What follows belongs to an exercise in optimizing a design on an open flow for small area and a short achievable clock period; a production flow would make more cautious choices.
Function was checked by simulation only, so behaviour that the tests miss may differ from the original.
Power figures rest on the tool's default switching activity, not on a simulated workload.

## memory_sync
module memory_sync #(
  parameter int WIDTH  = 8,
  parameter int DEPTH  = 256,
  parameter int ADDR_W = 8
) (
  input  logic              clk,
  input  logic              rst,
  input  logic [WIDTH-1:0]  in,
  input  logic [ADDR_W-1:0] address,
  input  logic              write,
  input  logic              read,
  output logic [WIDTH-1:0]  out,
  output logic              valid,
  output logic              busy
  ,
  input  logic              inject_err,
  output logic              parity_err
);
  localparam int MW = WIDTH + 1;
  localparam int LO_W  = ADDR_W / 2;
  localparam int HI_W  = ADDR_W - LO_W;
  localparam int NROWS = 1 << ADDR_W;      
  logic [ADDR_W-1:0]    cnt;
  logic [MW-1:0]        wr_word;
  logic [MW-1:0]        dcol;              
  logic [(1<<LO_W)-1:0] lo;
  logic [(1<<HI_W)-1:0] hi;
  logic [NROWS-1:0]     ns;                
  logic [NROWS-1:0]     we;                
  logic [NROWS-1:0]     nwe;               
  logic [MW-1:0]        mem_q [NROWS];
  logic [MW-1:0]        mem_d [NROWS];
  logic [MW-1:0]        rd_t [2];          
  logic                 rd_ok;             
  logic                 ns1;               
  logic                 s2;                
  logic                 hold;              
  logic [MW-1:0]        cur;               
  logic [MW-1:0]        nx;                
  logic [MW-1:0]        rd_d;              
  assign wr_word = {inject_err, in};
  assign dcol = busy ? '0 : wr_word;
  always_comb begin
    for (int k = 0; k < (1 << LO_W); k++) lo[k] = (address[LO_W-1:0] == LO_W'(k));
    for (int k = 0; k < (1 << HI_W); k++) hi[k] = (address[ADDR_W-1:LO_W] == HI_W'(k));
  end
  for (genvar i = 0; i < NROWS; i++) begin : g_row
    ms_nand2 u_sel (.a(hi[i >> LO_W]), .b(lo[i % (1 << LO_W)]), .y(ns[i]));
    if (i < DEPTH) begin : g_st
      ms_o21ai u_we  (.a1(ns[i]), .a2(!write), .b1(!busy), .y(we[i]));
      ms_o21a  u_nwe (.a1(ns[i]), .a2(!write), .b1(!busy), .x(nwe[i]));
      for (genvar b = 0; b < MW; b++) begin : g_bit
        ms_a22o u_d (.a1(mem_q[i][b]), .a2(nwe[i]), .b1(dcol[b]), .b2(we[i]), .x(mem_d[i][b]));
      end
      always_ff @(posedge clk) mem_q[i] <= mem_d[i];
    end else begin : g_none
      assign we[i]    = 1'b0;
      assign nwe[i]   = 1'b1;
      assign mem_q[i] = '1;                
  ...
Settings: LEC_CHECK=0, CAP_MARGIN=20, CORE_MARGIN=2, CORE_UTILIZATION=40, CTS_CLUSTER_DIAMETER=70, CTS_CLUSTER_SIZE=30, PLACE_DENSITY=0.8, SETUP_SLACK_MARGIN=2.6, SLEW_MARGIN=20, SYNTH_HIERARCHICAL=1, SYNTH_MINIMUM_KEEP_SIZE=0; clock period 5.0 ns.
run.sh (not shown) runs the stock make flow with config.mk's settings and CLKGATE_MAP_FILE= SYNTH_SCRIPT=/design/flow/synth_recipe.tcl, a recipe that flattens the netlist after the stock synthesis.
Next try:
- CTS_CLUSTER_DIAMETER: 70 -> not set
- CTS_CLUSTER_SIZE: 30 -> not set
- PLACE_DENSITY: 0.8 -> not set
Result: The new run went through all stages and came out clean. Utilization increases by 2.2 points. Sequential power is about the same. Via count decreases by 1.9%. Wire length increases by 2.8%. Hold slack gets worse by 0.011 ns. Synthesized cell count does not change. Global-route usage increases by 1.4 points. Maximum frequency increases by 4.3%. Setup slack gets better by 0.12 ns. Die area does not change. Combinational power decreases by about 0.8%.
Next try:
- CTS_CLUSTER_DIAMETER: not set -> 70
- CTS_CLUSTER_SIZE: not set -> 30
=> The changed run completed without violations. Worst setup slack gets worse by 0.0052 ns. Clock skew shrinks by 0.012 ns. Power shrinks by 17%. Core utilization shrinks by 2.1 points. Fmax barely changes. Critical path depth shrinks by 1. Flip-flop and latch count does not change. Die area is unchanged. Clock power shrinks by 34%. Worst hold slack stays flat.
Next try:
- PLACE_DENSITY: not set -> 0.75
The changed run ran to the end with no violations.
Total power goes down by 3.6%.
Clock-buffer cell count goes down by 30.
Non-clock buffer count goes up by 50.
Sequential cell count stays the same.
Global-route usage goes down by 0.85 points.
Cell count stays flat.
Next try:
- PLACE_DENSITY: 0.75 -> 0.7
Effect: Power increases by 0.76%. Worst setup slack gets worse by 0.070 ns. Sequential power stays flat. Register-to-register slack gains 0.08 ns. Via count is lower by 1.9%. Cell area came out lower by 0.65%. Clock power barely changes. Global-route usage goes down by 0.48 points.

-- re-timing with driven ports --
The flow's constraints put no driver on any port. The routed layouts listed below were extracted and timed again, unchanged, in two steps.
Step 1, drivers: a clkbuf_16 drives clk and a buf_2 each remaining input, both assumed.
Step 2 adds t to the input delays and takes it off the output delays; t is the mean of the earliest and latest rising clock arrival at the registers after step 1. Input paths then give back, and output paths get back, about the clock's delay inside the block.
Three values: no drivers, after step 1, after step 2; two values: the first two.
run	shift t [ns]	slack for setup (ns)	hold WS [ns]	pins driven straight from the clock port
the first run	0.867	2.208 / 2.245 / 1.379	0.494 / 0.494 / 0.494	1
the second run	0.949	2.324 / 2.350 / 1.401	0.483 / 0.483 / 0.483	1
the third run	0.912	2.318 / 2.352 / 1.440	0.486 / 0.486 / 0.486	1
the fourth run	0.871	2.412 / 2.353 / 1.482	0.494 / 0.494 / 0.494	1
the fifth run	0.876	2.342 / 2.329 / 1.453	0.491 / 0.491 / 0.491	1
After both steps every run listed still meets setup and hold. The setup slack of the fourth run, which loses most, moves by -0.059 ns with the drivers and by -0.930 ns with both steps.
